Source: an optimization exercise on an open RTL-to-GDS flow (aim: small area, a short achievable clock period and few clock cycles). Production flows keep margins and buffers that such runs may drop. RTL that was checked went through simulation tests only; none was proved equivalent to the original. No functional check of the RTL was part of runs 2 to 5. Power is estimated from default activity; no workload was simulated.

File: flow/design.v
package sao_pkg;
  localparam int N_PIX     = 4;
  localparam int N_EO_TYPE = 4;
  localparam int DIFF_LEN  = 9;
  localparam int CNT_LEN   = 13;
  localparam int SUM_LEN   = 21;
  typedef enum logic [1:0] {EO_HOR, EO_VER, EO_135, EO_45} eo_type_e;
  localparam logic [2:0] SAO_CAT_NONE = 3'd0;
  localparam logic [2:0] SAO_CAT_1    = 3'd1;
  localparam logic [2:0] SAO_CAT_2    = 3'd2;
  localparam logic [2:0] SAO_CAT_3    = 3'd3;
  localparam logic [2:0] SAO_CAT_4    = 3'd4;
  typedef logic        [CNT_LEN-1:0] stat_cnt_t;
  typedef logic signed [SUM_LEN-1:0] stat_sum_t;
  typedef enum logic [1:0] {ST_IDLE, ST_ACC, ST_FLUSH, ST_DONE} acc_state_e;
endpackage
module sao_blk_cat_sum
#(
  parameter int diff_len = sao_pkg::DIFF_LEN,
  parameter int cnt_len  = sao_pkg::CNT_LEN,
  parameter int sum_len  = sao_pkg::SUM_LEN,
  parameter logic [10:0] seg = 11'b010_0100_1000   
) (
  input  logic                          clk,
  input  logic                          clr,       
  input  logic [3:0][5:0]               sel,       
  input  logic [diff_len-1:0]           d0, d1, d2, d3,
  input  logic [diff_len:0]             d01, d23,
  output logic [3:0][cnt_len-1:0]       cnt,
  output logic [3:0][sum_len-1:0]       sum
);
  localparam int PW  = diff_len + 1;        
  localparam int LW  = PW + 1;              
  localparam int HW  = sum_len - LW;        
  localparam int CLW = 3;                   
  localparam int CHW = cnt_len - CLW;       
  for (genvar c = 0; c < 4; c++) begin : g_bin
    logic [5:0]    sl;
    logic [PW-1:0] x, y;
    logic [LW-1:0] a, b;                    
    logic [LW-1:0] lo, u, s;
    logic [LW:0]   v, k;
    logic [LW-1:0] cr;                      
    logic          c11, v11;
    logic [HW-1:0] hi, hi_n;
    logic          inc, dec;
    assign sl = sel[c];
    for (genvar i = 0; i < PW; i++) begin : g_mux
      localparam int j = (i < diff_len) ? i : diff_len - 1;
      assign x[i] = (sl[0] & d0[j]) | (sl[1] & d1[j]) | (sl[2] & d01[i]);
      assign y[i] = (sl[3] & d2[j]) | (sl[4] & d3[j]) | (sl[5] & d23[i]);
    end
    assign a = {1'b1, ~x[PW-1], x[PW-2:0]};
    assign b = {1'b0, ~y[PW-1], y[PW-2:0]};
    assign v[0] = 1'b0;
    for (genvar i = 0; i < LW; i++) begin : g_csa
      assign u[i]   = lo[i] ^ a[i] ^ b[i];
      assign v[i+1] = (lo[i] & a[i]) | (lo[i] & b[i]) | (a[i] & b[i]);
    end
    assign k[0] = 1'b0;
    for (genvar i = 0; i < LW; i++) begin : g_cpa
      logic ki;
      if (seg[i]) begin : g_cut
        assign ki = cr[i];
      end else begin : g_chain
        assign ki = k[i];
      end
      assign s[i]   = u[i] ^ v[i] ^ ki;
      assign k[i+1] = (u[i] & v[i]) | (u[i] & ki) | (v[i] & ki);
    end
    always_ff @(posedge clk) begin
      for (int i = 0; i < LW; i++) begin
        lo[i] <= !clr && s[i];
        cr[i] <= !clr && seg[i] && k[i];
      end
      c11 <= !clr && k[LW];
      v11 <= clr || v[LW];
    end
    assign inc = c11 & v11;
    assign dec = ~c11 & ~v11;
    for (genvar i = 0; i < HW; i++) begin : g_hi
      if (i == 0) begin : g_b0
        assign hi_n[i] = hi[i] ^ (inc | dec);
      end else begin : g_bi
        assign hi_n[i] = hi[i] ^ ((inc & (&hi[i-1:0])) | (dec & ~(|hi[i-1:0])));
      end
    end
    always_ff @(posedge clk) begin
      hi <= clr ? '0 : hi_n;
    end
    assign sum[c] = {hi, lo};
    logic [CLW-1:0] clo, cs;
    logic [CHW-1:0] chi;
    logic           ce;
    logic           oa, ob, k1, k2, k3;
    assign oa    = sl[0] | sl[1];
    assign ob    = sl[3] | sl[4];
    assign cs[0] = clo[0] ^ oa ^ ob;
    assign k1    = (clo[0] & oa) | (clo[0] & ob) | (oa & ob);
    logic [1:0] b1;
    assign b1    = 2'(clo[1]) + 2'(sl[2]) + 2'(sl[5]) + 2'(k1);
    assign cs[1] = b1[0];
    assign k2    = b1[1];
    assign cs[2] = clo[2] ^ k2;
    assign k3    = clo[2] & k2;
    always_ff @(posedge clk) begin
      clo <= clr ? '0 : cs;
      ce  <= !clr && k3;
      chi <= clr ? '0 : chi + CHW'(ce);
    end
    assign cnt[c] = {chi, clo};
  end
endmodule
module sao_eo_stat_acc
#(
  parameter int n_pix     = sao_pkg::N_PIX,
  parameter int n_eo_type = sao_pkg::N_EO_TYPE,
  parameter int diff_len  = sao_pkg::DIFF_LEN,
  parameter int cnt_len   = sao_pkg::CNT_LEN,
  parameter int sum_len   = sao_pkg::SUM_LEN
) (
  input  logic                                  clk,
  input  logic                                  arst_n,
  input  logic                                  start,
  input  logic                                  in_valid,
  output logic                                  in_ready,
  input  logic                                  in_last,
  input  logic [n_eo_type-1:0][n_pix-1:0][2:0]  in_cat,
  input  logic [n_pix-1:0][diff_len-1:0]        in_diff,
  input  logic [n_eo_type-1:0][n_pix-1:0]       b_use,
  output logic                                  stat_valid,
  input  logic                                  stat_ready,
  output logic [n_eo_type-1:0][3:0][cnt_len-1:0] stat_cnt,
  output logic [n_eo_type-1:0][3:0][sum_len-1:0] stat_sum
);
  localparam logic [10:0] seg     = 11'b010_1010_1000;   
  localparam int          n_flush = 6;                   
  logic accept;
  logic [n_flush-1:0] fl;
  logic clr;
  logic [n_eo_type-1:0][3:0][5:0]       s1_sel;
  logic [n_pix-1:0][diff_len-1:0]       s1_d;
  logic [diff_len:0]                    s1_d01, s1_d23;
  assign accept = in_valid && in_ready && !start;
  always_ff @(posedge clk or negedge arst_n) begin
    if (!arst_n) begin
      in_ready   <= 1'b0;
      fl         <= '0;
      stat_valid <= 1'b0;
      clr        <= 1'b0;
    end else begin
      in_ready   <= start || (in_ready && !(accept && in_last));
      fl         <= start ? '0 : {fl[n_flush-2:0], accept && in_last};
      stat_valid <= !start && (fl[n_flush-1] || (stat_valid && !stat_ready));
      clr        <= start;
    end
  end
  for (genvar t = 0; t < n_eo_type; t++) begin : g_sel_t
    for (genvar c = 0; c < 4; c++) begin : g_sel_c
      logic [n_pix-1:0] m;
      for (genvar p = 0; p < n_pix; p++) begin : g_sel_p
        assign m[p] = b_use[t][p] && (in_cat[t][p] == sao_pkg::SAO_CAT_1 + 3'(c));
      end
      always_ff @(posedge clk)
        s1_sel[t][c] <= accept ? {m[2] & m[3], ~m[2] & m[3], m[2] & ~m[3],
                                  m[0] & m[1], ~m[0] & m[1], m[0] & ~m[1]} : 6'd0;
    end
  end
  always_ff @(posedge clk) begin
    s1_d   <= in_diff;
    s1_d01 <= {in_diff[0][diff_len-1], in_diff[0]} + {in_diff[1][diff_len-1], in_diff[1]};
    s1_d23 <= {in_diff[2][diff_len-1], in_diff[2]} + {in_diff[3][diff_len-1], in_diff[3]};
  end
  for (genvar t = 0; t < n_eo_type; t++) begin : g_type
    sao_blk_cat_sum #(
      .diff_len (diff_len),
      .cnt_len  (cnt_len),
      .sum_len  (sum_len),
      .seg      (seg)
    ) u_cat_sum (
      .clk  (clk),
      .clr  (clr),
      .sel  (s1_sel[t]),
      .d0   (s1_d[0]),
      .d1   (s1_d[1]),
      .d2   (s1_d[2]),
      .d3   (s1_d[3]),
      .d01  (s1_d01),
      .d23  (s1_d23),
      .cnt  (stat_cnt[t]),
      .sum  (stat_sum[t])
    );
  end
endmodule
File: flow/flow/run.sh
#!/bin/bash
# The standard layout, with the port buffers that placement inserts made of the
# smallest buffer cell (every port still gets its own buffer).
set -euo pipefail
export BUFFER_PORTS_ARGS="-buffer_cell sky130_fd_sc_hd__buf_1"
bash standard.sh > standard.log 2>&1
File: flow/standard.sh
#!/bin/bash
# synth_recipe.tcl (not shown) runs the flow's synth.tcl, then flattens the netlist and writes it again
# the make line also repeats each setting of config.mk as NAME=value (left out here)
make -C /OpenROAD-flow-scripts/flow DESIGN_CONFIG=/design/flow/config.mk WORK_HOME=/design/flow/orfs CLKGATE_MAP_FILE= SYNTH_SCRIPT=/design/flow/synth_recipe.tcl "${@:-finish}"
File: flow/config.mk
export PLATFORM = sky130hd
export DESIGN_NAME = sao_eo_stat_acc
export DESIGN_NICKNAME = sao_eo_stat_acc
export VERILOG_FILES = /design/flow/design.v
export SDC_FILE = /design/flow/constraint.sdc
export NUM_CORES = 4
export LEC_CHECK = 0
export CAP_MARGIN = 20
export CORE_MARGIN = 2
export CORE_UTILIZATION = 55
export CTS_CLUSTER_DIAMETER = 120
export CTS_CLUSTER_SIZE = 24
export SETUP_SLACK_MARGIN = 4.7
export SLEW_MARGIN = 20
File: flow/constraint.sdc
create_clock -name core_clock -period 7.5 [get_ports {clk}]
set_input_delay 1.5000 -clock core_clock [delete_from_list [all_inputs] [get_ports {clk}]]
set_output_delay 1.5000 -clock core_clock [all_outputs]
set_load 0.01 [all_outputs]
==> results of run 1 <==
[logic make-up after synthesis]
group | after synthesis
mux | 20
simple gates | 1492
flops | 817
xor+xnor | 294
buf+inv | 894
compound gates | 452
fa+ha+maj | 468
[worst paths after layout]
kind,start,end,slack [ns],depth (start not counted)
worst max-delay path,g_type[2].u_cat_sum.g_bin[2].lo[6],stat_sum[216],4.73,1
worst max register to register,s1_sel[92],g_type[3].u_cat_sum.g_bin[3].lo[8],4.75,7
min in group asynchronous,arst_n,clr,0.81,1
worst min register to register,fl[4],fl[5],0.48,1
worst min-delay path,fl[4],fl[5],0.48,1
max in group asynchronous,arst_n,clr,6.32,1
[cell usage after synthesis, types with 9 or more instances]
cell type	instances
sky130_fd_sc_hd__dfxtp_1	808
sky130_fd_sc_hd__ha_1	130
sky130_fd_sc_hd__nor4_1	33
sky130_fd_sc_hd__mux2i_1	19
sky130_fd_sc_hd__clkbuf_1	279
sky130_fd_sc_hd__nor3b_1	11
sky130_fd_sc_hd__nand4_1	46
sky130_fd_sc_hd__or3_1	20
sky130_fd_sc_hd__nand3_1	116
sky130_fd_sc_hd__nor2_1	620
sky130_fd_sc_hd__inv_1	610
sky130_fd_sc_hd__a22oi_1	32
sky130_fd_sc_hd__and3b_1	11
sky130_fd_sc_hd__a222oi_1	256
sky130_fd_sc_hd__o21ai_0	33
sky130_fd_sc_hd__nor3_1	68
sky130_fd_sc_hd__nor2b_1	201
sky130_fd_sc_hd__a21oi_1	58
sky130_fd_sc_hd__or4b_2	10
sky130_fd_sc_hd__xor2_1	181
sky130_fd_sc_hd__a31oi_1	23
sky130_fd_sc_hd__a21o_1	9
sky130_fd_sc_hd__fa_1	338
sky130_fd_sc_hd__and3_1	37
sky130_fd_sc_hd__or2_2	32
sky130_fd_sc_hd__xnor2_1	113
sky130_fd_sc_hd__dfrtp_1	9
sky130_fd_sc_hd__nand2_1	235
[cell type report]
class	count	area, um^2
multi-input cells	2726	22200
repair buffers	695	2910
fillers	6806	29400
well taps	978	1220
flip-flops and latches	817	16600
clock inverters	4	42.5
inverters	610	2290
clock buffers	44	1040
diodes	8	20.0
[flip-flops by register name, summed over array words and instances, names as in the netlist, 6 cells and up]
signal	flops
fl	6
g_type.u_cat_sum.g_bin.c11	16
g_type.u_cat_sum.g_bin.ce	16
g_type.u_cat_sum.g_bin.chi	160
g_type.u_cat_sum.g_bin.clo	48
g_type.u_cat_sum.g_bin.cr	64
g_type.u_cat_sum.g_bin.hi	160
g_type.u_cat_sum.g_bin.lo	176
g_type.u_cat_sum.g_bin.v11	16
s1_d	36
s1_d01	10
s1_d23	10
s1_sel	96
[per-layer routing]
metal / part of all wire [%] / track usage [%] / up-vias
li1: - / - / 15437
met1: 39 / 44.2 / 15909
met2: 44 / 50.7 / 1777
met3: 12 / 9.48 / 339
met5: 0.043 / 0.188 / -
met4: 4.8 / 14.1 / 10
[repair_timing]
action	in CTS	in global routing
endpoints found under the hold margin	0	0
setup endpoints to repair	129	134
hold buffers	0	0
buffers inserted	0	0
gates resized for setup	113	87
pin swaps	1	7
[report_power, final]
part	switching (mW)	total, mW	internal [mW]
sequential	0.382	4.96	4.57
combinational	0.835	1.30	0.465
clock	1.46	2.46	1.00
==> summary.txt, run 1 <==
ROUTE
------------------------------------------------------------------------------------------
Total routed wirelength                                                          133000 um
Remaining DRCs                                                                           0
Overall via count from detail_route                                                  33472
Routed length per placed instance                                                  22.5 um
Number of detailed-route iterations in the first pass                                   12
Number of vias per cell                                                               5.69
First DRT Iteration DRCs                                                              4585
Detail Route Antenna Nets                                                                0

YOSYS
------------------------------------------------------------------------------------------
Dominant combinational cell family by area after synthesis                     adder cells
Area fraction of the dominant cell type after synthesis                              38.6%
Area contributors post-synth                                                  sky130_fd_sc_hd__dfxtp_1 (39%), sky130_fd_sc_hd__fa_1 (16%), sky130_fd_sc_hd__a222oi_1 (6.1%)
Mean area per synthesized cell                                                   9.44 um^2
Register bit count reported by yosys                                                   817
Number of flops mapped to enable cells by yosys                                          0
Area leader, netlist                                                          sky130_fd_sc_hd__dfxtp_1
Synthesized-area fraction occupied by ao, oa, aoi and oai cells                      9.03%
Synth Net Count                                                                       5011
Share of synthesized cell area in full adder, half adder and majority cells          20.0%
Synth Flop Type                                                               sky130_fd_sc_hd__dfxtp_1
Number of warning messages in the yosys log                                              2
Number of instances in the synthesized netlist                                        4437
Sequential cell area fraction in the yosys report                                    39.2%
Post-Synthesis Cell Area                                                        41900 um^2
Fraction of registers with async set/reset                                           1.10%
Multiplexer share of the synthesized area                                           0.481%
XOR/XNOR share of the synthesized area                                               6.15%
Fraction of the mapped netlist area in simple logic gates                            17.1%
Post-synthesis cell type count                                                          61

TIMING
------------------------------------------------------------------------------------------
Final Max Slew Viols                                                                     0
Actual slew at the worst max-slew pin                                              1.30 ns
Hold Worst Slack                                                                  0.483 ns
Endpoints failing setup                                                                  0
Tmin final                                                                         2.77 ns
Achievable frequency                                                             0.361 GHz
Share of the clock period used by the worst path                                     37.0%
Number of endpoints with negative hold slack in the final report                         0
Max-slew headroom                                                                    13.5%
Setup clock skew after layout                                                    0.0346 ns
Sum Neg Setup Slack                                                                   0 ns
Unrepaired setup endpoints after global routing                                        yes
Smallest setup slack after layout                                                  4.73 ns

SETUP PATH
------------------------------------------------------------------------------------------
Crit path DAT                                                                      1.27 ns
Class of the most critical setup path                                         flip-flop to output port
Cell with the biggest individual delay on the critical path                   sky130_fd_sc_hd__dfxtp_1
Cell chain of the critical path                                                      buf_1
Buf+Inv Stages, Crit Path                                                                1
Critical path data required time                                                   6.00 ns
Critical path fanouts, max                                                               2
Critical path startpoint category                                                flip-flop
Max stage delay on crit path                                                       0.44 ns
Critical Path End Type                                                         output port
Dominant delay contributor by cell family on the critical path                  flip-flops

POWER
------------------------------------------------------------------------------------------
Total power per unit cell area                                                 188 nW/um^2
Sum of internal, switching and leakage power                                       8.72 mW
Worst vdd rail ir drop                                                            0.198 mV
Standby leakage power                                                              20.8 nW

FLOORPLAN
------------------------------------------------------------------------------------------
Die width                                                                           280 um
Floorplan core area                                                             75700 um^2
Site row count                                                                         101
Die footprint                                                                   78400 um^2
Die height                                                                          280 um
Starting density of the core                                                         55.3%
Number of primary I/O pins                                                             652

GRT
------------------------------------------------------------------------------------------
Vias in the first global route                                                       31436
Initial antenna violation count                                                         14
Pin count of the biggest net entering global routing                                   197
Remaining global-route overflow                                                          0
Global routing usage summed across all routing layers                                33.2%
Global-route wire length before repair                                           197000 um

CLOCK NETWORK
------------------------------------------------------------------------------------------
Clock latency of the later-clocked register in the worst-skew pair                 0.63 ns
TritonCTS clock tree                                                                   yes
Count of clock tree sinks                                                              817
Total clock buffers created by CTS                                                      40
Number of H-tree levels                                                                  2
Root buffer selected by CTS                                                   sky130_fd_sc_hd__clkbuf_16
Clk buf depth                                                                            3
Clock-pin transition on the worst setup and hold timing paths                      0.10 ns

LAYOUT
------------------------------------------------------------------------------------------
Non-filler instance count after layout                                                5882
Most frequent cells in the layout                                             sky130_fd_sc_hd__dfxtp_1 (678), sky130_fd_sc_hd__nor2_1 (619), sky130_fd_sc_hd__inv_1 (609)
Area of all placed cells without fillers                                        46300 um^2
Most frequent standard cell in the layout excluding fill and tap cells        sky130_fd_sc_hd__dfxtp_1
Area growth from synthesis to layout                                                 10.4%
Ratio of cells with drive above 1 in the final layout                                6.86%
Net count reported at finish                                                          5464
Final core utilization                                                               61.1%

PLACED DESIGN
------------------------------------------------------------------------------------------
Placement Cell Area                                                             44800 um^2
Final weighted congestion in routability-driven placement                            0.903
Number of input and output port buffers inserted                                       651
Final HPWL from detailed placement                                                92700 um
Setup WS pre-CTS                                                                   4.40 ns
Cell count after placement                                                            5825

JOB
------------------------------------------------------------------------------------------
Max Cap Viol                                                                             0

RUN STATUS
------------------------------------------------------------------------------------------
Outcome                                                                       finished clean

WORST HOLD PATH
------------------------------------------------------------------------------------------
Type of the worst min-delay path                                              flip-flop to flip-flop

Testbench counts, summed over its fixed seeds: cycles 19,928.
==> inputs of run 2 (changes only) <==
--- a/flow/design.v
+++ b/flow/design.v
@@ -91,7 +91,6 @@
     assign sum[c] = {hi, lo};
     logic [CLW-1:0] clo, cs;
     logic [CHW-1:0] chi;
-    logic           ce;
     logic           oa, ob, k1, k2, k3;
     assign oa    = sl[0] | sl[1];
     assign ob    = sl[3] | sl[4];
@@ -103,10 +102,17 @@
     assign k2    = b1[1];
     assign cs[2] = clo[2] ^ k2;
     assign k3    = clo[2] & k2;
+    logic [CHW-1:0] chi_n;
+    for (genvar i = 0; i < CHW; i++) begin : g_chi
+      if (i == 0) begin : g_b0
+        assign chi_n[i] = chi[i] ^ k3;
+      end else begin : g_bi
+        assign chi_n[i] = chi[i] ^ (k3 & (&chi[i-1:0]));
+      end
+    end
     always_ff @(posedge clk) begin
       clo <= clr ? '0 : cs;
-      ce  <= !clr && k3;
-      chi <= clr ? '0 : chi + CHW'(ce);
+      chi <= clr ? '0 : chi_n;
     end
     assign cnt[c] = {chi, clo};
   end
--- a/flow/config.mk
+++ b/flow/config.mk
@@ -7,7 +7,7 @@
 export LEC_CHECK = 0
 export CAP_MARGIN = 20
 export CORE_MARGIN = 2
-export CORE_UTILIZATION = 55
+export CORE_UTILIZATION = 40
 export CTS_CLUSTER_DIAMETER = 120
 export CTS_CLUSTER_SIZE = 24
 export SETUP_SLACK_MARGIN = 4.7
==> summary.txt, run 2 <==
CLOCK NETWORK
-------------------------------------------------------------------------------------
Clock-pin transition on the worst setup and hold timing paths                 0.11 ns   was 0.10 ns
Hold-fix buffer count after cts                                                     0   unchanged
Total clock buffers created by CTS                                                 41   was 40
Root buffer selected by CTS                                              sky130_fd_sc_hd__clkbuf_16   unchanged
Number of H-tree levels                                                             2   unchanged
TritonCTS clock tree                                                              yes   unchanged
Clk buf depth                                                                       3   unchanged
Clock latency of the later-clocked register in the worst-skew pair            0.66 ns   was 0.63 ns
Count of clock tree sinks                                                         801   was 817

POWER
-------------------------------------------------------------------------------------
Standby leakage power                                                         21.4 nW   was 20.8 nW
Combinational fraction of design power                                          15.2%   was 14.9%
Switching share of power                                                        31.2%   was 30.7%
Seq pwr share                                                                   55.9%   was 56.9%
Pint                                                                          6.00 mW   was 6.04 mW
Switching Power                                                               2.72 mW   was 2.67 mW
Clock power share                                                               28.9%   was 28.2%
Total power per unit cell area                                            185 nW/um^2   was 188 nW/um^2
Worst vdd rail ir drop                                                       0.151 mV   was 0.198 mV

SETUP PATH
-------------------------------------------------------------------------------------
Dominant delay contributor by cell family on the critical path           compound AO/OA/AOI/OAI gates   was flip-flops
Worst reg2reg endpoint                                                   g_type[2].u_cat_sum.g_bin[1].lo[4]   was g_type[3].u_cat_sum.g_bin[3].lo[8]
Critical path startpoint category                                          input port   was flip-flop
Total number of cells along the worst setup path                                    4   was 1
Termination of the worst setup path                                        s1_sel[78]   was stat_sum[216]
Critical Path End Type                                                      flip-flop   was output port
Worst reg-to-reg path cell count                                                    8   was 7
Buf+Inv Stages, Crit Path                                                           2   was 1
Max stage delay on crit path                                                  0.82 ns   was 0.44 ns
Class of the most critical setup path                                    input port to flip-flop   was flip-flop to output port
Cell with the biggest individual delay on the critical path              sky130_fd_sc_hd__a2111oi_1   was sky130_fd_sc_hd__dfxtp_1
Critical path fanouts, max                                                         38   was 2
Critical path data required time                                              7.96 ns   was 6.00 ns
Cell chain of the critical path                                          buf_1 -> or2_2 -> buf_4 -> a2111oi_1   was buf_1
Crit path DAT                                                                 3.24 ns   was 1.27 ns
Launch point of the critical path                                               start   was g_type[2].u_cat_sum.g_bin[2].lo[6]
Worst flop-to-flop path startpoint                                           s1_d[11]   was s1_sel[92]
Setup slack on the worst flop-to-flop path                                    4.78 ns   was 4.75 ns

YOSYS
-------------------------------------------------------------------------------------
Most used standard cell by instance count after synthesis                sky130_fd_sc_hd__dfxtp_1   unchanged
Area fraction of the dominant cell type after synthesis                         38.5%   was 38.6%
Synth Flop Type                                                          sky130_fd_sc_hd__dfxtp_1   unchanged
Post-Synthesis Cell Area                                                   41200 um^2   was 41900 um^2
Number of flops mapped to enable cells by yosys                                     0   unchanged
Area leader, netlist                                                     sky130_fd_sc_hd__dfxtp_1   unchanged
Mean area per synthesized cell                                              9.46 um^2   was 9.44 um^2
Register bit count reported by yosys                                              801   was 817
Synth Net Count                                                                  4914   was 5011
Commonest cells in the netlist                                           sky130_fd_sc_hd__dfxtp_1 (792), sky130_fd_sc_hd__nor2_1 (634), sky130_fd_sc_hd__inv_1 (601), sky130_fd_sc_hd__fa_1 (338), sky130_fd_sc_hd__clkbuf_1 (266)   was sky130_fd_sc_hd__dfxtp_1 (808), sky130_fd_sc_hd__nor2_1 (620), sky130_fd_sc_hd__inv_1 (610), sky130_fd_sc_hd__fa_1 (338), sky130_fd_sc_hd__clkbuf_1 (279)
Fraction of registers with async set/reset                                      1.12%   was 1.10%
Post-synthesis cell type count                                                     58   was 61
Area contributors post-synth                                             sky130_fd_sc_hd__dfxtp_1 (38%), sky130_fd_sc_hd__fa_1 (16%), sky130_fd_sc_hd__a222oi_1 (6.2%)   was sky130_fd_sc_hd__dfxtp_1 (39%), sky130_fd_sc_hd__fa_1 (16%), sky130_fd_sc_hd__a222oi_1 (6.1%)
Number of instances in the synthesized netlist                                   4356   was 4437
Number of warning messages in the yosys log                                         2   unchanged
Sequential cell area fraction in the yosys report                               39.0%   was 39.2%

LAYOUT
-------------------------------------------------------------------------------------
Flip-flop count of the largest register after layout                              176   unchanged
Largest Register                                                         g_type.u_cat_sum.g_bin.lo   unchanged
Most frequent standard cell in the layout excluding fill and tap cells   sky130_fd_sc_hd__nor2_1   was sky130_fd_sc_hd__dfxtp_1
Ratio of cells with drive above 1 in the final layout                           15.3%   was 6.86%
Area growth from synthesis to layout                                            14.5%   was 10.4%
Net count reported at finish                                                     5383   was 5464
Most frequent cells in the layout                                        sky130_fd_sc_hd__nor2_1 (617), sky130_fd_sc_hd__inv_1 (600), sky130_fd_sc_hd__buf_1 (456)   was sky130_fd_sc_hd__dfxtp_1 (678), sky130_fd_sc_hd__nor2_1 (619), sky130_fd_sc_hd__inv_1 (609)
Biggest registers after layout                                           g_type.u_cat_sum.g_bin.lo (176), g_type.u_cat_sum.g_bin.chi (160), g_type.u_cat_sum.g_bin.hi (160)   unchanged

ROUTE
-------------------------------------------------------------------------------------
Detail Route Antenna Nets                                                           0   unchanged
Number of vias per cell                                                          5.41   was 5.69
Remaining DRCs                                                                      0   unchanged
Overall via count from detail_route                                             33583   was 33472
Total routed wirelength                                                     145000 um   was 133000 um
Number of detailed-route iterations in the first pass                              19   was 12
First DRT Iteration DRCs                                                         5262   was 4585
Routed length per placed instance                                             23.3 um   was 22.5 um

FLOORPLAN
-------------------------------------------------------------------------------------
Die height                                                                     325 um   was 280 um
Die footprint                                                             106000 um^2   was 78400 um^2
Die width                                                                      325 um   was 280 um
Floorplan core area                                                       102000 um^2   was 75700 um^2
Starting density of the core                                                    40.4%   was 55.3%
Number of primary I/O pins                                                        652   unchanged
Site row count                                                                    117   was 101

TIMING
-------------------------------------------------------------------------------------
Final Max Slew Viols                                                                0   unchanged
Number of endpoints with negative hold slack in the final report                    0   unchanged
Achievable frequency                                                        0.360 GHz   was 0.361 GHz
Unrepaired setup endpoints after global routing                                   yes   unchanged
Endpoints failing setup                                                             0   unchanged
Smallest setup slack after layout                                             4.72 ns   was 4.73 ns
Setup clock skew after layout                                               0.0433 ns   was 0.0346 ns
Actual slew at the worst max-slew pin                                        0.957 ns   was 1.30 ns
Share of the clock period used by the worst path                                37.1%   was 37.0%
Sum Neg Setup Slack                                                              0 ns   unchanged
Tmin final                                                                    2.78 ns   was 2.77 ns
Max-slew headroom                                                               36.2%   was 13.5%
Hold Worst Slack                                                             0.468 ns   was 0.483 ns

RUN STATUS
-------------------------------------------------------------------------------------
Outcome                                                                  finished clean   unchanged

GRT
-------------------------------------------------------------------------------------
Vias in the first global route                                                  31744   was 31436
Global-route wire length before repair                                      210000 um   was 197000 um
Pin count of the biggest net entering global routing                              189   was 197
Remaining global-route overflow                                                     0   unchanged
Initial antenna violation count                                                    16   was 14
Global routing usage summed across all routing layers                           26.5%   was 33.2%

PLACED DESIGN
-------------------------------------------------------------------------------------
Final weighted congestion in routability-driven placement                       0.922   was 0.903
Setup WS pre-CTS                                                              3.97 ns   was 4.40 ns
Number of input and output port buffers inserted                                  651   unchanged
Final HPWL from detailed placement                                          108000 um   was 92700 um

JOB
-------------------------------------------------------------------------------------
Max Cap Viol                                                                        0   unchanged

WORST HOLD PATH
-------------------------------------------------------------------------------------
Type of the worst min-delay path                                         flip-flop to flip-flop   unchanged

==> run 2: power groups by stage <==
stage | Sequential [mW] | Combinational, mW | Clock, mW
after global placement | 4.94 | 1.25 | 0
after floorplan | 4.86 | 0.774 | 0
after detailed placement | 4.95 | 1.26 | 0
final | 4.88 | 1.32 | 2.52
after global routing | 4.91 | 1.43 | 2.75
after CTS | 4.87 | 1.29 | 2.60
==> run 2: cells by family after synthesis <==
kind of cell	synth area share, %
compound gates	8.86
xor+xnor	6.74
fa+ha+maj	19.9
buf+inv	7.97
flops	39.0
mux	0.510
simple gates	17.0
==> run 2: metrics by stage <==
| step | cells | instance area (um^2) | power (mW) | util [%] |
|---|---|---|---|---|
| after floorplan | 4356 | 41200 | 5.63 | - |
| after global placement | 6146 | 44700 | 6.19 | 43.8 |
| after detailed placement | 6146 | 44700 | 6.21 | 43.8 |
| after CTS | 6196 | 46600 | 8.76 | 45.7 |
| after global routing | 6201 | 47200 | 9.08 | 46.2 |
| final | 6206 | 47200 | 8.72 | 46.2 |
==> run 2: layer usage <==
metal,vias up,wire (um),GRT usage (%),part of all wire [%]
li1,15184,-,-,-
met1,16079,59500,35.2,41
met2,1880,60600,39.3,42
met3,434,17200,9.31,12
met4,6,7180,10.3,5.0
met5,-,36,0.272,0.025
==> run 2: worst reg2reg max path: stages, from the launching register on <==
cell	delay (ns)
sky130_fd_sc_hd__dfxtp_1	0.30
sky130_fd_sc_hd__buf_4	0.25
sky130_fd_sc_hd__a222oi_1	0.60
sky130_fd_sc_hd__inv_1	0.13
sky130_fd_sc_hd__fa_1	0.45
sky130_fd_sc_hd__fa_2	0.36
sky130_fd_sc_hd__inv_1	0.07
sky130_fd_sc_hd__fa_1	0.40
sky130_fd_sc_hd__nor2_1	0.09
==> run 2: layout make-up <==
type | count | area (um^2)
Antenna cell | 8 | 20.0
Sequential cell | 801 | 16600
Clock inverter | 4 | 68.8
Clock buffer | 44 | 1050
Inverter | 601 | 2260
Timing Repair Buffer | 699 | 3180
Multi-Input combinational cell | 2681 | 22300
Fill cell | 9955 | 54800
Tap cell | 1368 | 1710
==> run 2: worst min path at each step <==
stage,from,end,slack (ns),cells past startpoint
finish,fl[2],fl[3],0.47,1
global route,fl[4],fl[5],0.49,1
CTS,fl[2],fl[3],0.47,1
detailed placement,fl[2],fl[3],0.45,1
global placement,fl[0],fl[1],0.44,1
floorplan,fl[5],stat_valid,0.44,2
==> run 2: repair_timing <==
| item | 4_1_cts | 5_1_grt |
|---|---|---|
| buffers inserted | 2 | 2 |
| gates resized for setup | 480 | 216 |
| setup endpoints to repair | 417 | 232 |
| pin swaps | 1 | 10 |
==> inputs of run 3 (changes only) <==
--- a/flow/config.mk
+++ b/flow/config.mk
@@ -7,7 +7,7 @@
 export LEC_CHECK = 0
 export CAP_MARGIN = 20
 export CORE_MARGIN = 2
-export CORE_UTILIZATION = 40
+export CORE_UTILIZATION = 65
 export CTS_CLUSTER_DIAMETER = 120
 export CTS_CLUSTER_SIZE = 24
 export SETUP_SLACK_MARGIN = 4.7
==> summary.txt, run 3 <==
LAYOUT
-------------------------------------------------------------------------------------
Area of all placed cells without fillers                                   45600 um^2   was 47200 um^2
Flip-flop count of the largest register after layout                              176   unchanged
Net count reported at finish                                                     5347   was 5383
Most frequent cells in the layout                                        sky130_fd_sc_hd__nor2_1 (619), sky130_fd_sc_hd__inv_1 (600), sky130_fd_sc_hd__buf_1 (555)   was sky130_fd_sc_hd__nor2_1 (617), sky130_fd_sc_hd__inv_1 (600), sky130_fd_sc_hd__buf_1 (456)
Biggest registers after layout                                           g_type.u_cat_sum.g_bin.lo (176), g_type.u_cat_sum.g_bin.chi (160), g_type.u_cat_sum.g_bin.hi (160)   unchanged
Largest Register                                                         g_type.u_cat_sum.g_bin.lo   unchanged
Area growth from synthesis to layout                                            10.7%   was 14.5%
Fill count                                                                       4935   was 9955
Most frequent standard cell in the layout excluding fill and tap cells   sky130_fd_sc_hd__nor2_1   unchanged
Ratio of cells with drive above 1 in the final layout                           10.7%   was 15.3%
Non-filler instance count after layout                                           5643   was 6206

ROUTE
-------------------------------------------------------------------------------------
Total routed wirelength                                                     131000 um   was 145000 um
Remaining DRCs                                                                      0   unchanged
First DRT Iteration DRCs                                                         5594   was 5262
Overall via count from detail_route                                             33818   was 33583
Detail Route Antenna Nets                                                           0   unchanged
Number of vias per cell                                                          5.99   was 5.41
Number of detailed-route iterations in the first pass                              22   was 19
Routed length per placed instance                                             23.2 um   was 23.3 um

YOSYS
-------------------------------------------------------------------------------------
Number of instances in the synthesized netlist                                   4356   unchanged
Area contributors post-synth                                             sky130_fd_sc_hd__dfxtp_1 (38%), sky130_fd_sc_hd__fa_1 (16%), sky130_fd_sc_hd__a222oi_1 (6.2%)   unchanged
Register bit count reported by yosys                                              801   unchanged
Area leader, netlist                                                     sky130_fd_sc_hd__dfxtp_1   unchanged
Fraction of registers with async set/reset                                      1.12%   unchanged
Synth Net Count                                                                  4914   unchanged
Area fraction of the dominant cell type after synthesis                         38.5%   unchanged
Sequential cell area fraction in the yosys report                               39.0%   unchanged
Most used standard cell by instance count after synthesis                sky130_fd_sc_hd__dfxtp_1   unchanged
Commonest cells in the netlist                                           sky130_fd_sc_hd__dfxtp_1 (792), sky130_fd_sc_hd__nor2_1 (634), sky130_fd_sc_hd__inv_1 (601), sky130_fd_sc_hd__fa_1 (338), sky130_fd_sc_hd__clkbuf_1 (266)   unchanged
Number of flops mapped to enable cells by yosys                                     0   unchanged
Post-Synthesis Cell Area                                                   41200 um^2   unchanged
Post-synthesis cell type count                                                     58   unchanged
Synth Flop Type                                                          sky130_fd_sc_hd__dfxtp_1   unchanged
Mean area per synthesized cell                                              9.46 um^2   unchanged
Number of warning messages in the yosys log                                         2   unchanged

GRT
-------------------------------------------------------------------------------------
Global-route wire length before repair                                      194000 um   was 210000 um
Vias in the first global route                                                  32219   was 31744
Pin count of the biggest net entering global routing                              184   was 189
Remaining global-route overflow                                                     0   unchanged
Global routing usage summed across all routing layers                           39.0%   was 26.5%
Initial antenna violation count                                                     7   was 16

TIMING
-------------------------------------------------------------------------------------
Number of endpoints with negative hold slack in the final report                    0   unchanged
Final Max Slew Viols                                                                0   unchanged
Sum Neg Setup Slack                                                              0 ns   unchanged
Actual slew at the worst max-slew pin                                         1.15 ns   was 0.957 ns
Achievable frequency                                                        0.347 GHz   was 0.360 GHz
Endpoints failing setup                                                             0   unchanged
Max-slew headroom                                                               23.1%   was 36.2%
Share of the clock period used by the worst path                                38.4%   was 37.1%
Unrepaired setup endpoints after global routing                                   yes   unchanged
Smallest setup slack after layout                                             4.62 ns   was 4.72 ns
Setup clock skew after layout                                               0.0384 ns   was 0.0433 ns
Tmin final                                                                    2.88 ns   was 2.78 ns

SETUP PATH
-------------------------------------------------------------------------------------
Setup slack on the worst flop-to-flop path                                    4.62 ns   was 4.78 ns
Worst flop-to-flop path startpoint                                           s1_d[19]   was s1_d[11]
Critical path fanouts, max                                                         16   was 38
Termination of the worst setup path                                      g_type[1].u_cat_sum.g_bin[2].lo[2]   was s1_sel[78]
Worst reg-to-reg path cell count                                                    7   was 8
Crit path DAT                                                                 3.41 ns   was 3.24 ns
Critical path startpoint category                                           flip-flop   was input port
Critical path data required time                                              8.03 ns   was 7.96 ns
Launch point of the critical path                                            s1_d[19]   was start
Worst reg2reg endpoint                                                   g_type[1].u_cat_sum.g_bin[2].lo[2]   was g_type[2].u_cat_sum.g_bin[1].lo[4]
Class of the most critical setup path                                    flip-flop to flip-flop   was input port to flip-flop
Critical Path End Type                                                      flip-flop   unchanged

POWER
-------------------------------------------------------------------------------------
Standby leakage power                                                         20.6 nW   was 21.4 nW
Worst vdd rail ir drop                                                       0.196 mV   was 0.151 mV
Total power per unit cell area                                            186 nW/um^2   was 185 nW/um^2

WORST HOLD PATH
-------------------------------------------------------------------------------------
Hold Crit Start                                                                 fl[4]   was fl[2]
Type of the worst min-delay path                                         flip-flop to flip-flop   unchanged

FLOORPLAN
-------------------------------------------------------------------------------------
Number of primary I/O pins                                                        652   unchanged
Die footprint                                                              65400 um^2   was 106000 um^2
Starting density of the core                                                    65.6%   was 40.4%
Die height                                                                     256 um   was 325 um
Site row count                                                                     92   was 117
Die width                                                                      256 um   was 325 um
Floorplan core area                                                        62900 um^2   was 102000 um^2

PLACED DESIGN
-------------------------------------------------------------------------------------
Setup WS pre-CTS                                                              4.40 ns   was 3.97 ns
Final weighted congestion in routability-driven placement                       0.991   was 0.922
Cell count after placement                                                       5594   was 6146
Final HPWL from detailed placement                                           97700 um   was 108000 um
Placement Cell Area                                                        43800 um^2   was 44700 um^2
Number of input and output port buffers inserted                                  651   unchanged

CLOCK NETWORK
-------------------------------------------------------------------------------------
Number of H-tree levels                                                             2   unchanged
Post-CTS setup buffer count                                                         0   was 2
Clock-pin transition on the worst setup and hold timing paths                 0.09 ns   was 0.11 ns
Count of clock tree sinks                                                         801   unchanged
TritonCTS clock tree                                                              yes   unchanged
Clock latency of the later-clocked register in the worst-skew pair            0.63 ns   was 0.66 ns
Total clock buffers created by CTS                                                 39   was 41
Clk buf depth                                                                       3   unchanged
Hold-fix buffer count after cts                                                     0   unchanged
Root buffer selected by CTS                                              sky130_fd_sc_hd__clkbuf_16   unchanged

JOB
-------------------------------------------------------------------------------------
Max Cap Viol                                                                        0   unchanged

RUN STATUS
-------------------------------------------------------------------------------------
Outcome                                                                  finished clean   unchanged

run 3: cell counts after synthesis:
No cell type changed its count.
run 3: worst max-delay path, stage by stage (launching register included):
cell and delay [ns]:
sky130_fd_sc_hd__dfxtp_1 1.08, sky130_fd_sc_hd__a222oi_1 0.36, sky130_fd_sc_hd__inv_1 0.14, sky130_fd_sc_hd__fa_1 0.44, sky130_fd_sc_hd__ha_1 0.21, sky130_fd_sc_hd__inv_1 0.07
sky130_fd_sc_hd__fa_1 0.41, sky130_fd_sc_hd__nor2_1 0.09
run 3: timing repair:
item | in CTS | in global routing
pin swaps | 0 | 7
setup endpoints to repair | 241 | 212
resized for setup | 253 | 179
run 3: worst min-delay path by stage:
stage	cells after the start	to	slack, ns
2_1_floorplan	2	stat_valid	0.44
3_3_place_gp	1	fl[5]	0.45
3_5_place_dp	1	fl[5]	0.46
4_1_cts	1	fl[5]	0.48
5_1_grt	1	fl[4]	0.49
6_report	1	fl[5]	0.47
run 3: through the flow:
| stage | utilization (%) | hold WS (ns) | power (mW) |
|---|---|---|---|
| after floorplan | - | 0.438 | 5.63 |
| after global placement | 69.8 | 0.448 | 6.12 |
| after detailed placement | 69.8 | 0.461 | 6.15 |
| after CTS | 72.0 | 0.479 | 8.50 |
| after global routing | 72.6 | 0.491 | 8.81 |
| final | 72.6 | 0.471 | 8.51 |
run 3: kinds of logic after synthesis:
| logic type | count (synthesis) | synth area share, % |
|---|---|---|
| AO/OA/AOI/OAI | 422 | 8.86 |
| XOR/XNOR | 317 | 6.74 |
| adder cells (fa/ha/maj) | 452 | 19.9 |
| buffers and inverters | 874 | 7.97 |
| flip-flops | 801 | 39.0 |
| multiplexers | 21 | 0.510 |
| AND/OR/NAND/NOR | 1469 | 17.0 |
run 3: layout make-up:
cell class	instances	area, um^2	area share, %
multi-input combinational	2681	22100	48.4
sequential	801	16500	36.1
timing repair buffer	665	2700	5.92
inverter	601	2260	4.94
tap	846	1060	2.32
clock buffer	41	1000	2.20
clock inverter	3	41.3	0.0905
antenna	5	12.5	0.0274
run 3: power breakdown:
group | internal [mW] | switching, mW | total (mW)
clock network | 0.973 | 1.41 | 2.38
logic | 0.462 | 0.656 | 1.12
registers | 4.49 | 0.525 | 5.01
total | 5.92 | 2.59 | 8.51
run 3: routing by layer:
| metal | part of all wire, % | vias up | GRT usage (%) |
|---|---|---|---|
| li1 | - | 15117 | - |
| met1 | 37 | 16074 | 50.2 |
| met2 | 44 | 2152 | 59.2 |
| met3 | 13 | 473 | 12.0 |
| met4 | 6.3 | 2 | 21.2 |
| met5 | 0.0099 | - | 0.219 |
==> inputs of run 4 (changes only) <==
--- a/flow/design.v
+++ b/flow/design.v
@@ -36,10 +36,10 @@
   localparam int CHW = cnt_len - CLW;       
   for (genvar c = 0; c < 4; c++) begin : g_bin
     logic [5:0]    sl;
-    logic [PW-1:0] x, y;
-    logic [LW-1:0] a, b;                    
-    logic [LW-1:0] lo, u, s;
-    logic [LW:0]   v, k;
+    logic [PW-1:0] xn, yn;                  
+    logic [LW-1:0] an, bn;                  
+    logic [LW-1:0] lo, lon, un, sn;
+    logic [LW:0]   vn, kn;
     logic [LW-1:0] cr;                      
     logic          c11, v11;
     logic [HW-1:0] hi, hi_n;
@@ -47,34 +47,35 @@
     assign sl = sel[c];
     for (genvar i = 0; i < PW; i++) begin : g_mux
       localparam int j = (i < diff_len) ? i : diff_len - 1;
-      assign x[i] = (sl[0] & d0[j]) | (sl[1] & d1[j]) | (sl[2] & d01[i]);
-      assign y[i] = (sl[3] & d2[j]) | (sl[4] & d3[j]) | (sl[5] & d23[i]);
+      assign xn[i] = ~((sl[0] & d0[j]) | (sl[1] & d1[j]) | (sl[2] & d01[i]));
+      assign yn[i] = ~((sl[3] & d2[j]) | (sl[4] & d3[j]) | (sl[5] & d23[i]));
     end
-    assign a = {1'b1, ~x[PW-1], x[PW-2:0]};
-    assign b = {1'b0, ~y[PW-1], y[PW-2:0]};
-    assign v[0] = 1'b0;
+    assign an  = {1'b0, ~xn[PW-1], xn[PW-2:0]};
+    assign bn  = {1'b1, ~yn[PW-1], yn[PW-2:0]};
+    assign lon = ~lo;
+    assign vn[0] = 1'b1;
     for (genvar i = 0; i < LW; i++) begin : g_csa
-      assign u[i]   = lo[i] ^ a[i] ^ b[i];
-      assign v[i+1] = (lo[i] & a[i]) | (lo[i] & b[i]) | (a[i] & b[i]);
+      assign un[i]   = lon[i] ^ an[i] ^ bn[i];
+      assign vn[i+1] = (lon[i] & an[i]) | (lon[i] & bn[i]) | (an[i] & bn[i]);
     end
-    assign k[0] = 1'b0;
+    assign kn[0] = 1'b1;
     for (genvar i = 0; i < LW; i++) begin : g_cpa
-      logic ki;
+      logic kin;
       if (seg[i]) begin : g_cut
-        assign ki = cr[i];
+        assign kin = ~cr[i];
       end else begin : g_chain
-        assign ki = k[i];
+        assign kin = kn[i];
       end
-      assign s[i]   = u[i] ^ v[i] ^ ki;
-      assign k[i+1] = (u[i] & v[i]) | (u[i] & ki) | (v[i] & ki);
+      assign sn[i]   = un[i] ^ vn[i] ^ kin;
+      assign kn[i+1] = (un[i] & vn[i]) | (un[i] & kin) | (vn[i] & kin);
     end
     always_ff @(posedge clk) begin
       for (int i = 0; i < LW; i++) begin
-        lo[i] <= !clr && s[i];
-        cr[i] <= !clr && seg[i] && k[i];
+        lo[i] <= !(clr || sn[i]);
+        cr[i] <= !(clr || !seg[i] || kn[i]);
       end
-      c11 <= !clr && k[LW];
-      v11 <= clr || v[LW];
+      c11 <= !(clr || kn[LW]);
+      v11 <= clr || !vn[LW];
     end
     assign inc = c11 & v11;
     assign dec = ~c11 & ~v11;
@@ -91,6 +92,7 @@
     assign sum[c] = {hi, lo};
     logic [CLW-1:0] clo, cs;
     logic [CHW-1:0] chi;
+    logic           ce;
     logic           oa, ob, k1, k2, k3;
     assign oa    = sl[0] | sl[1];
     assign ob    = sl[3] | sl[4];
@@ -102,17 +104,10 @@
     assign k2    = b1[1];
     assign cs[2] = clo[2] ^ k2;
     assign k3    = clo[2] & k2;
-    logic [CHW-1:0] chi_n;
-    for (genvar i = 0; i < CHW; i++) begin : g_chi
-      if (i == 0) begin : g_b0
-        assign chi_n[i] = chi[i] ^ k3;
-      end else begin : g_bi
-        assign chi_n[i] = chi[i] ^ (k3 & (&chi[i-1:0]));
-      end
-    end
     always_ff @(posedge clk) begin
       clo <= clr ? '0 : cs;
-      chi <= clr ? '0 : chi_n;
+      ce  <= !clr && k3;
+      chi <= clr ? '0 : chi + CHW'(ce);
     end
     assign cnt[c] = {chi, clo};
   end
--- a/flow/config.mk
+++ b/flow/config.mk
@@ -7,7 +7,7 @@
 export LEC_CHECK = 0
 export CAP_MARGIN = 20
 export CORE_MARGIN = 2
-export CORE_UTILIZATION = 65
+export CORE_UTILIZATION = 40
 export CTS_CLUSTER_DIAMETER = 120
 export CTS_CLUSTER_SIZE = 24
 export SETUP_SLACK_MARGIN = 4.7
==> summary.txt, run 4 <==
POWER
-------------------------------------------------------------------------------------
Combinational fraction of design power                                          14.8%   was 13.1%
Sum of internal, switching and leakage power                                  8.86 mW   was 8.51 mW
Seq pwr share                                                                   56.1%   was 58.9%
Pint                                                                          6.11 mW   was 5.92 mW
Worst vdd rail ir drop                                                       0.135 mV   was 0.196 mV
Switching share of power                                                        31.0%   was 30.4%
Switching Power                                                               2.75 mW   was 2.59 mW
Total power per unit cell area                                            189 nW/um^2   was 186 nW/um^2
Standby leakage power                                                         18.7 nW   was 20.6 nW
Clock power share                                                               29.0%   was 28.0%

SETUP PATH
-------------------------------------------------------------------------------------
Critical path fanouts, max                                                          2   was 16
Class of the most critical setup path                                    flip-flop to output port   was flip-flop to flip-flop
Critical path startpoint category                                           flip-flop   unchanged
Critical Path End Type                                                    output port   was flip-flop
Max stage delay on crit path                                                  0.39 ns   was 1.08 ns
Critical path data required time                                              6.00 ns   was 8.03 ns
Cell chain of the critical path                                                 buf_1   was a222oi_1 -> inv_1 -> fa_1 -> ha_1 -> inv_1 -> fa_1 -> nor2_1
Launch point of the critical path                                        g_type[3].u_cat_sum.g_bin[1].lo[3]   was s1_d[19]
Buf+Inv Stages, Crit Path                                                           1   was 2
Crit path DAT                                                                 1.27 ns   was 3.41 ns
Dominant delay contributor by cell family on the critical path             flip-flops   unchanged
Cell with the biggest individual delay on the critical path              sky130_fd_sc_hd__dfxtp_1   unchanged
Worst flop-to-flop path startpoint                                         s1_sel[10]   was s1_d[19]

RUN STATUS
-------------------------------------------------------------------------------------
Outcome                                                                  finished clean   unchanged

ROUTE
-------------------------------------------------------------------------------------
Number of detailed-route iterations in the first pass                              21   was 22
Overall via count from detail_route                                             33349   was 33818
First DRT Iteration DRCs                                                         4880   was 5594
Routed length per placed instance                                             22.8 um   was 23.2 um
Total routed wirelength                                                     140000 um   was 131000 um
Remaining DRCs                                                                      0   unchanged
Detail Route Antenna Nets                                                           0   unchanged
Number of vias per cell                                                          5.41   was 5.99

FLOORPLAN
-------------------------------------------------------------------------------------
Starting density of the core                                                    40.2%   was 65.6%
Die footprint                                                             106000 um^2   was 65400 um^2
Die width                                                                      326 um   was 256 um
Site row count                                                                    118   was 92
Die height                                                                     326 um   was 256 um
Number of primary I/O pins                                                        652   unchanged
Floorplan core area                                                       103000 um^2   was 62900 um^2

WORST HOLD PATH
-------------------------------------------------------------------------------------
Type of the worst min-delay path                                         flip-flop to flip-flop   unchanged
Hold Crit Start                                                                 fl[4]   unchanged

TIMING
-------------------------------------------------------------------------------------
Endpoints failing setup                                                             0   unchanged
Tmin final                                                                    2.77 ns   was 2.88 ns
Achievable frequency                                                        0.361 GHz   was 0.347 GHz
Sum Neg Setup Slack                                                              0 ns   unchanged
Final Max Slew Viols                                                                0   unchanged
Max-slew headroom                                                               21.6%   was 23.1%
Share of the clock period used by the worst path                                36.9%   was 38.4%
Number of endpoints with negative hold slack in the final report                    0   unchanged
Unrepaired setup endpoints after global routing                                   yes   unchanged
Actual slew at the worst max-slew pin                                         1.18 ns   was 1.15 ns
Setup clock skew after layout                                               0.0371 ns   was 0.0384 ns

CLOCK NETWORK
-------------------------------------------------------------------------------------
TritonCTS clock tree                                                              yes   unchanged
Clock latency of the later-clocked register in the worst-skew pair            0.66 ns   was 0.63 ns
Hold-fix buffer count after cts                                                     0   unchanged
Root buffer selected by CTS                                              sky130_fd_sc_hd__clkbuf_16   unchanged
Total clock buffers created by CTS                                                 41   was 39
Number of H-tree levels                                                             2   unchanged
Clk buf depth                                                                       3   unchanged
Count of clock tree sinks                                                         817   was 801
Clock-pin transition on the worst setup and hold timing paths                 0.10 ns   was 0.09 ns

GRT
-------------------------------------------------------------------------------------
Global-route wire length before repair                                      205000 um   was 194000 um
Pin count of the biggest net entering global routing                              213   was 184
Vias in the first global route                                                  31875   was 32219
Initial antenna violation count                                                     3   was 7
Global routing usage summed across all routing layers                           25.5%   was 39.0%
Remaining global-route overflow                                                     0   unchanged

LAYOUT
-------------------------------------------------------------------------------------
Combined area of the multi-input logic cells                               22000 um^2   was 22100 um^2
Net count reported at finish                                                     5348   was 5347
Ratio of cells with drive above 1 in the final layout                           11.9%   was 10.7%
Area growth from synthesis to layout                                            13.1%   was 10.7%
Most frequent cells in the layout                                        sky130_fd_sc_hd__nor2_1 (681), sky130_fd_sc_hd__dfxtp_1 (580), sky130_fd_sc_hd__inv_1 (566)   was sky130_fd_sc_hd__nor2_1 (619), sky130_fd_sc_hd__inv_1 (600), sky130_fd_sc_hd__buf_1 (555)
Biggest registers after layout                                           g_type.u_cat_sum.g_bin.lo (176), g_type.u_cat_sum.g_bin.chi (160), g_type.u_cat_sum.g_bin.hi (160)   unchanged
Number of antenna cells inserted                                                    0   was 5
Fill count                                                                      10079   was 4935
Largest Register                                                         g_type.u_cat_sum.g_bin.lo   unchanged
Flip-flop count of the largest register after layout                              176   unchanged
Total area of sequential cells                                             16800 um^2   was 16500 um^2
Most frequent standard cell in the layout excluding fill and tap cells   sky130_fd_sc_hd__nor2_1   unchanged
Area of all placed cells without fillers                                   46900 um^2   was 45600 um^2
Non-filler instance count after layout                                           6162   was 5643

PLACED DESIGN
-------------------------------------------------------------------------------------
Placement Cell Area                                                        45000 um^2   was 43800 um^2
Number of input and output port buffers inserted                                  651   unchanged
Cell count after placement                                                       6101   was 5594
Final weighted congestion in routability-driven placement                       0.898   was 0.991
Final HPWL from detailed placement                                          102000 um   was 97700 um

YOSYS
-------------------------------------------------------------------------------------
Area fraction of the dominant cell type after synthesis                         39.0%   was 38.5%
Post-Synthesis Cell Area                                                   41500 um^2   was 41200 um^2
Number of warning messages in the yosys log                                         2   unchanged
Post-synthesis cell type count                                                     52   was 58
Synth Flop Type                                                          sky130_fd_sc_hd__dfxtp_1   unchanged
Most used standard cell by instance count after synthesis                sky130_fd_sc_hd__dfxtp_1   unchanged
Synth Net Count                                                                  4876   was 4914
Commonest cells in the netlist                                           sky130_fd_sc_hd__dfxtp_1 (808), sky130_fd_sc_hd__nor2_1 (682), sky130_fd_sc_hd__inv_1 (567), sky130_fd_sc_hd__fa_1 (338), sky130_fd_sc_hd__a222oi_1 (320)   was sky130_fd_sc_hd__dfxtp_1 (792), sky130_fd_sc_hd__nor2_1 (634), sky130_fd_sc_hd__inv_1 (601), sky130_fd_sc_hd__fa_1 (338), sky130_fd_sc_hd__clkbuf_1 (266)
Fraction of registers with async set/reset                                      1.10%   was 1.12%
Mean area per synthesized cell                                              9.65 um^2   was 9.46 um^2
Area contributors post-synth                                             sky130_fd_sc_hd__dfxtp_1 (39%), sky130_fd_sc_hd__fa_1 (16%), sky130_fd_sc_hd__a222oi_1 (7.7%)   was sky130_fd_sc_hd__dfxtp_1 (38%), sky130_fd_sc_hd__fa_1 (16%), sky130_fd_sc_hd__a222oi_1 (6.2%)
Register bit count reported by yosys                                              817   was 801
Number of flops mapped to enable cells by yosys                                     0   unchanged
Sequential cell area fraction in the yosys report                               39.5%   was 39.0%
Area leader, netlist                                                     sky130_fd_sc_hd__dfxtp_1   unchanged
Number of instances in the synthesized netlist                                   4302   was 4356

JOB
-------------------------------------------------------------------------------------
Max Cap Viol                                                                        0   unchanged

==> run 4: through the flow <==
stage | hold slack, ns | setup slack (ns) | util, %
floorplan | 0.438 | 4.69 | -
global placement | 0.441 | 4.37 | 43.6
detailed placement | 0.451 | 4.34 | 43.6
CTS | 0.474 | 4.66 | 45.2
global route | 0.495 | 4.68 | 45.5
finish | 0.470 | 4.73 | 45.5
==> run 4: worst paths after layout <==
path | endpoint | slack (ns) | cells past startpoint
worst max register to register | g_type[0].u_cat_sum.g_bin[1].lo[6] | 4.74 | 5
worst min register to register | fl[5] | 0.47 | 1
min in group asynchronous | fl[0] | 0.78 | 1
max in group asynchronous | clr | 6.34 | 1
worst max-delay path | stat_sum[276] | 4.73 | 1
worst min-delay path | fl[5] | 0.47 | 1
==> run 4: kinds of logic after synthesis <==
group                      synth area share [%]
muxes                                     0.606
and+or+nand+nor                            16.0
DFF                                        39.5
buffers and inverters                      7.67
xor gates and xnor gates                   6.16
adders and majority gates                  20.2
AOI/OAI and AO/OA                          9.78
==> run 4: worst register-to-register path: cells and delay by family (launching register included) <==
family,cells,cell delay [ns]
fa+ha+maj,3,1.45
compound gates,1,0.66
flops,1,0.49
simple gates,1,0.04
==> run 4: what timing repair did <==
item / CTS / global route
gates resized for setup: 335 / 134
endpoints found under the setup margin: 313 / 145
endpoints found under the hold margin: 0 / 0
pin swaps: 13 / 40
buffers inserted: 4 / 6
==> run 4: final cells by class <==
| type | count | share of cell area, % |
|---|---|---|
| repair buffers | 708 | 6.88 |
| clock inverters | 6 | 0.147 |
| inverters | 567 | 4.53 |
| well taps | 1380 | 3.68 |
| clock buffers | 45 | 2.26 |
| flip-flops and latches | 817 | 35.7 |
| multi-input cells | 2639 | 46.8 |
==> run 4: power by group through the flow <==
stage          Clock (mW)  Sequential, mW  Combinational (mW)
6_report             2.57            4.97                1.31
5_1_grt              2.79            5.01                1.43
4_1_cts              2.67            4.96                1.29
3_5_place_dp            0            5.05                1.25
3_3_place_gp            0            5.04                1.24
2_1_floorplan           0            4.94               0.780
==> run 4: per-layer routing <==
layer / vias to the layer above / GRT usage (%) / wire length (um) / share of wire, %
met1: 15993 / 33.6 / 56600 / 40
met4: 6 / 11.2 / 6980 / 5.0
li1: 15284 / - / - / -
met3: 318 / 8.21 / 16600 / 12
met2: 1748 / 38.1 / 60000 / 43
met5: - / 0.177 / 34 / 0.024
==> inputs of run 5 (changes only) <==
--- a/flow/design.v
+++ b/flow/design.v
@@ -92,7 +92,6 @@
     assign sum[c] = {hi, lo};
     logic [CLW-1:0] clo, cs;
     logic [CHW-1:0] chi;
-    logic           ce;
     logic           oa, ob, k1, k2, k3;
     assign oa    = sl[0] | sl[1];
     assign ob    = sl[3] | sl[4];
@@ -104,10 +103,17 @@
     assign k2    = b1[1];
     assign cs[2] = clo[2] ^ k2;
     assign k3    = clo[2] & k2;
+    logic [CHW-1:0] chi_n;
+    for (genvar i = 0; i < CHW; i++) begin : g_chi
+      if (i == 0) begin : g_b0
+        assign chi_n[i] = chi[i] ^ k3;
+      end else begin : g_bi
+        assign chi_n[i] = chi[i] ^ (k3 & (&chi[i-1:0]));
+      end
+    end
     always_ff @(posedge clk) begin
       clo <= clr ? '0 : cs;
-      ce  <= !clr && k3;
-      chi <= clr ? '0 : chi + CHW'(ce);
+      chi <= clr ? '0 : chi_n;
     end
     assign cnt[c] = {chi, clo};
   end
--- a/flow/config.mk
+++ b/flow/config.mk
@@ -7,7 +7,7 @@
 export LEC_CHECK = 0
 export CAP_MARGIN = 20
 export CORE_MARGIN = 2
-export CORE_UTILIZATION = 40
+export CORE_UTILIZATION = 55
 export CTS_CLUSTER_DIAMETER = 120
 export CTS_CLUSTER_SIZE = 24
 export SETUP_SLACK_MARGIN = 4.7
==> summary.txt, run 5 <==
RUN STATUS
-------------------------------------------------------------------------------------
Outcome                                                                  finished clean   unchanged

YOSYS
-------------------------------------------------------------------------------------
Area leader, netlist                                                     sky130_fd_sc_hd__dfxtp_1   unchanged
Number of instances in the synthesized netlist                                   4254   was 4302
Register bit count reported by yosys                                              801   was 817
Sequential cell area fraction in the yosys report                               39.3%   was 39.5%
Post-synthesis cell type count                                                     58   was 52
Area contributors post-synth                                             sky130_fd_sc_hd__dfxtp_1 (39%), sky130_fd_sc_hd__fa_1 (17%), sky130_fd_sc_hd__a222oi_1 (7.8%)   was sky130_fd_sc_hd__dfxtp_1 (39%), sky130_fd_sc_hd__fa_1 (16%), sky130_fd_sc_hd__a222oi_1 (7.7%)
Number of warning messages in the yosys log                                         2   unchanged
Commonest cells in the netlist                                           sky130_fd_sc_hd__dfxtp_1 (792), sky130_fd_sc_hd__nor2_1 (715), sky130_fd_sc_hd__inv_1 (582), sky130_fd_sc_hd__fa_1 (338), sky130_fd_sc_hd__a222oi_1 (320)   was sky130_fd_sc_hd__dfxtp_1 (808), sky130_fd_sc_hd__nor2_1 (682), sky130_fd_sc_hd__inv_1 (567), sky130_fd_sc_hd__fa_1 (338), sky130_fd_sc_hd__a222oi_1 (320)
Number of flops mapped to enable cells by yosys                                     0   unchanged
Post-Synthesis Cell Area                                                   40900 um^2   was 41500 um^2
Mean area per synthesized cell                                              9.62 um^2   was 9.65 um^2
Synth Net Count                                                                  4812   was 4876
Fraction of registers with async set/reset                                      1.12%   was 1.10%
Area fraction of the dominant cell type after synthesis                         38.8%   was 39.0%
Most used standard cell by instance count after synthesis                sky130_fd_sc_hd__dfxtp_1   unchanged
Synth Flop Type                                                          sky130_fd_sc_hd__dfxtp_1   unchanged

ROUTE
-------------------------------------------------------------------------------------
Routed length per placed instance                                             22.4 um   was 22.8 um
Number of detailed-route iterations in the first pass                              14   was 21
Number of vias per cell                                                          5.75   was 5.41
Overall via count from detail_route                                             32612   was 33349
Remaining DRCs                                                                      0   unchanged
First DRT Iteration DRCs                                                         4713   was 4880
Total routed wirelength                                                     127000 um   was 140000 um
Detail Route Antenna Nets                                                           0   unchanged

LAYOUT
-------------------------------------------------------------------------------------
Ratio of cells with drive above 1 in the final layout                           10.0%   was 11.9%
Fill count                                                                       6712   was 10079
Area growth from synthesis to layout                                            11.2%   was 13.1%
Most frequent cells in the layout                                        sky130_fd_sc_hd__nor2_1 (704), sky130_fd_sc_hd__inv_1 (581), sky130_fd_sc_hd__dfxtp_1 (554)   was sky130_fd_sc_hd__nor2_1 (681), sky130_fd_sc_hd__dfxtp_1 (580), sky130_fd_sc_hd__inv_1 (566)
Largest Register                                                         g_type.u_cat_sum.g_bin.lo   unchanged
Combined area of the multi-input logic cells                               21900 um^2   was 22000 um^2
Final core utilization                                                          61.4%   was 45.5%
Total area of sequential cells                                             16500 um^2   was 16800 um^2
Net count reported at finish                                                     5253   was 5348
Most frequent standard cell in the layout excluding fill and tap cells   sky130_fd_sc_hd__nor2_1   unchanged
Flip-flop count of the largest register after layout                              176   unchanged
Biggest registers after layout                                           g_type.u_cat_sum.g_bin.lo (176), g_type.u_cat_sum.g_bin.chi (160), g_type.u_cat_sum.g_bin.hi (160)   unchanged

CLOCK NETWORK
-------------------------------------------------------------------------------------
Total clock buffers created by CTS                                                 39   was 41
Root buffer selected by CTS                                              sky130_fd_sc_hd__clkbuf_16   unchanged
Post-CTS setup buffer count                                                         0   was 4
TritonCTS clock tree                                                              yes   unchanged
Count of clock tree sinks                                                         801   was 817
Clock-pin transition on the worst setup and hold timing paths                 0.09 ns   was 0.10 ns
Clock latency of the later-clocked register in the worst-skew pair            0.61 ns   was 0.66 ns
Clk buf depth                                                                       3   unchanged
Number of H-tree levels                                                             2   unchanged

WORST HOLD PATH
-------------------------------------------------------------------------------------
Worst min-delay path endpoint                                              stat_valid   was fl[5]
Type of the worst min-delay path                                         flip-flop to flip-flop   unchanged
Hold Crit Start                                                                 fl[5]   was fl[4]
Worst hold path stage count                                                         2   was 1

GRT
-------------------------------------------------------------------------------------
Vias in the first global route                                                  30545   was 31875
Global-route wire length before repair                                      192000 um   was 205000 um
Global routing usage summed across all routing layers                           32.5%   was 25.5%
Initial antenna violation count                                                    10   was 3
Remaining global-route overflow                                                     0   unchanged
Pin count of the biggest net entering global routing                              191   was 213

FLOORPLAN
-------------------------------------------------------------------------------------
Die footprint                                                              76600 um^2   was 106000 um^2
Floorplan core area                                                        74100 um^2   was 103000 um^2
Die height                                                                     277 um   was 326 um
Die width                                                                      277 um   was 326 um
Starting density of the core                                                    55.2%   was 40.2%
Number of primary I/O pins                                                        652   unchanged
Site row count                                                                    100   was 118

POWER
-------------------------------------------------------------------------------------
Switching Power                                                               2.58 mW   was 2.75 mW
Seq pwr share                                                                   58.7%   was 56.1%
Pint                                                                          5.93 mW   was 6.11 mW
Clock power share                                                               28.4%   was 29.0%
Switching share of power                                                        30.3%   was 31.0%
Worst vdd rail ir drop                                                       0.184 mV   was 0.135 mV
Standby leakage power                                                         17.7 nW   was 18.7 nW
Combinational fraction of design power                                          12.9%   was 14.8%
Sum of internal, switching and leakage power                                  8.50 mW   was 8.86 mW
Total power per unit cell area                                            187 nW/um^2   was 189 nW/um^2

SETUP PATH
-------------------------------------------------------------------------------------
Critical path startpoint category                                           flip-flop   unchanged
Critical Path End Type                                                      flip-flop   was output port
Critical path fanouts, max                                                         16   was 2
Class of the most critical setup path                                    flip-flop to flip-flop   was flip-flop to output port
Setup slack on the worst flop-to-flop path                                    4.69 ns   was 4.74 ns
Worst flop-to-flop path startpoint                                           s1_d[19]   was s1_sel[10]
Critical path data required time                                              7.97 ns   was 6.00 ns
Worst reg2reg endpoint                                                   g_type[3].u_cat_sum.g_bin[3].lo[2]   was g_type[0].u_cat_sum.g_bin[1].lo[6]
Worst reg-to-reg path cell count                                                    7   was 5
Crit path DAT                                                                 3.28 ns   was 1.27 ns

TIMING
-------------------------------------------------------------------------------------
Achievable frequency                                                        0.356 GHz   was 0.361 GHz
Final Max Slew Viols                                                                0   unchanged
Endpoints failing setup                                                             0   unchanged
Max-slew headroom                                                               28.1%   was 21.6%
Sum Neg Setup Slack                                                              0 ns   unchanged
Number of endpoints with negative hold slack in the final report                    0   unchanged
Unrepaired setup endpoints after global routing                                   yes   unchanged
Smallest setup slack after layout                                             4.69 ns   was 4.73 ns
Setup clock skew after layout                                               0.0306 ns   was 0.0371 ns
Share of the clock period used by the worst path                                37.5%   was 36.9%
Actual slew at the worst max-slew pin                                         1.08 ns   was 1.18 ns
Tmin final                                                                    2.81 ns   was 2.77 ns

PLACED DESIGN
-------------------------------------------------------------------------------------
Final weighted congestion in routability-driven placement                       0.942   was 0.898
Number of input and output port buffers inserted                                  651   unchanged
Final HPWL from detailed placement                                           97400 um   was 102000 um
Setup WS pre-CTS                                                              4.25 ns   was 4.34 ns

JOB
-------------------------------------------------------------------------------------
Max Cap Viol                                                                        0   unchanged

[run 5: changes by cell type after synthesis, sizes merged, moves of 13 or more]
cell / change
and3: -38
nor2b: -35
nor2: +33
xnor2: +28
nand4: +27
nor3: +20
nand3: -19
dfxtp: -16
ha: -16
clkbuf: -15
inv: +15
or3: -14
a21o: +13
[run 5: layer usage]
metal  global-route usage, %  wire length, um  part of all wire (%)  vias to the layer above
li1                        -                -                     -                    15030
met1                    44.8            52700                    41                    15566
met2                    49.5            55500                    44                     1741
met3                    8.32            13900                    11                      265
met4                    11.7             4960                   3.9                       10
met5                    1.19               67                 0.053                        -
[run 5: kinds of logic (layout without fill, tap and decap cells)]
| kind of cell | after synthesis | in the layout | synth area share, % |
|---|---|---|---|
| AND/OR/NAND/NOR | 1358 | 1358 | 15.6 |
| buffers and inverters | 845 | 1290 | 7.76 |
| flip-flops | 801 | 801 | 39.3 |
| AO/OA/AOI/OAI | 467 | 467 | 10.2 |
| adder cells (fa/ha/maj) | 452 | 452 | 20.0 |
| XOR/XNOR | 313 | 313 | 6.70 |
| multiplexers | 18 | 18 | 0.440 |
| other | 0 | 4 | 0 |
[run 5: critical path: stages (launching register included)]
cell and delay [ns]:
sky130_fd_sc_hd__dfxtp_1 0.65, sky130_fd_sc_hd__a222oi_1 0.73, sky130_fd_sc_hd__fa_1 0.52, sky130_fd_sc_hd__inv_1 0.07, sky130_fd_sc_hd__ha_1 0.14, sky130_fd_sc_hd__inv_1 0.04
sky130_fd_sc_hd__fa_1 0.48, sky130_fd_sc_hd__nor2_1 0.04
[run 5: power by group through the flow]
stage	clock (mW)	sequential, mW	combinational (mW)
global placement	0	5.05	1.08
finish	2.41	4.99	1.10
CTS	2.47	4.97	1.10
global route	2.61	5.02	1.22
detailed placement	0	5.06	1.08
floorplan	0	4.87	0.746
[run 5: worst max path at each step]
stage | start | end | slack [ns] | cells after the start
6_report | s1_d[19] | g_type[3].u_cat_sum.g_bin[3].lo[2] | 4.69 | 7
2_1_floorplan | in_diff[18] | s1_d23[8] | 4.62 | 8
4_1_cts | g_type[1].u_cat_sum.g_bin[0].chi[7] | stat_cnt[62] | 4.70 | 1
3_5_place_dp | start | s1_sel[37] | 4.25 | 4
5_1_grt | s1_sel[0] | g_type[0].u_cat_sum.g_bin[0].chi[9] | 4.60 | 11
3_3_place_gp | start | s1_sel[37] | 4.24 | 4
[run 5: layout make-up]
class                      count  share of cell area, %
multi-input combinational   2608                   48.1
sequential                   801                   36.2
timing repair buffer         663                   5.88
inverter                     582                   4.80
tap                          969                   2.66
clock buffer                  44                   2.30
clock inverter                 1                 0.0357
antenna                        4                 0.0220
[run 5: per-stage QoR]
stage,hold WS [ns],area (um^2),instances
floorplan,0.438,40900,4254
global placement,0.448,43700,5623
detailed placement,0.456,43700,5623
CTS,0.477,45100,5668
global route,0.511,45500,5670
finish,0.476,45500,5672
[run 5: timing repair]
| action | in CTS | in global routing |
|---|---|---|
| pin swaps | 5 | 5 |
| hold buffers | 0 | 0 |
| endpoints found under the setup margin | 242 | 208 |
| resized for setup | 238 | 182 |

Check on run 5: ideal ports give 4.690 ns setup slack; a clkbuf_16 on the clock port and buf_2 on the inputs give 4.648 ns; moving port delays by the midpoint clock arrival (0.669 ns) as well gives 4.233 ns.
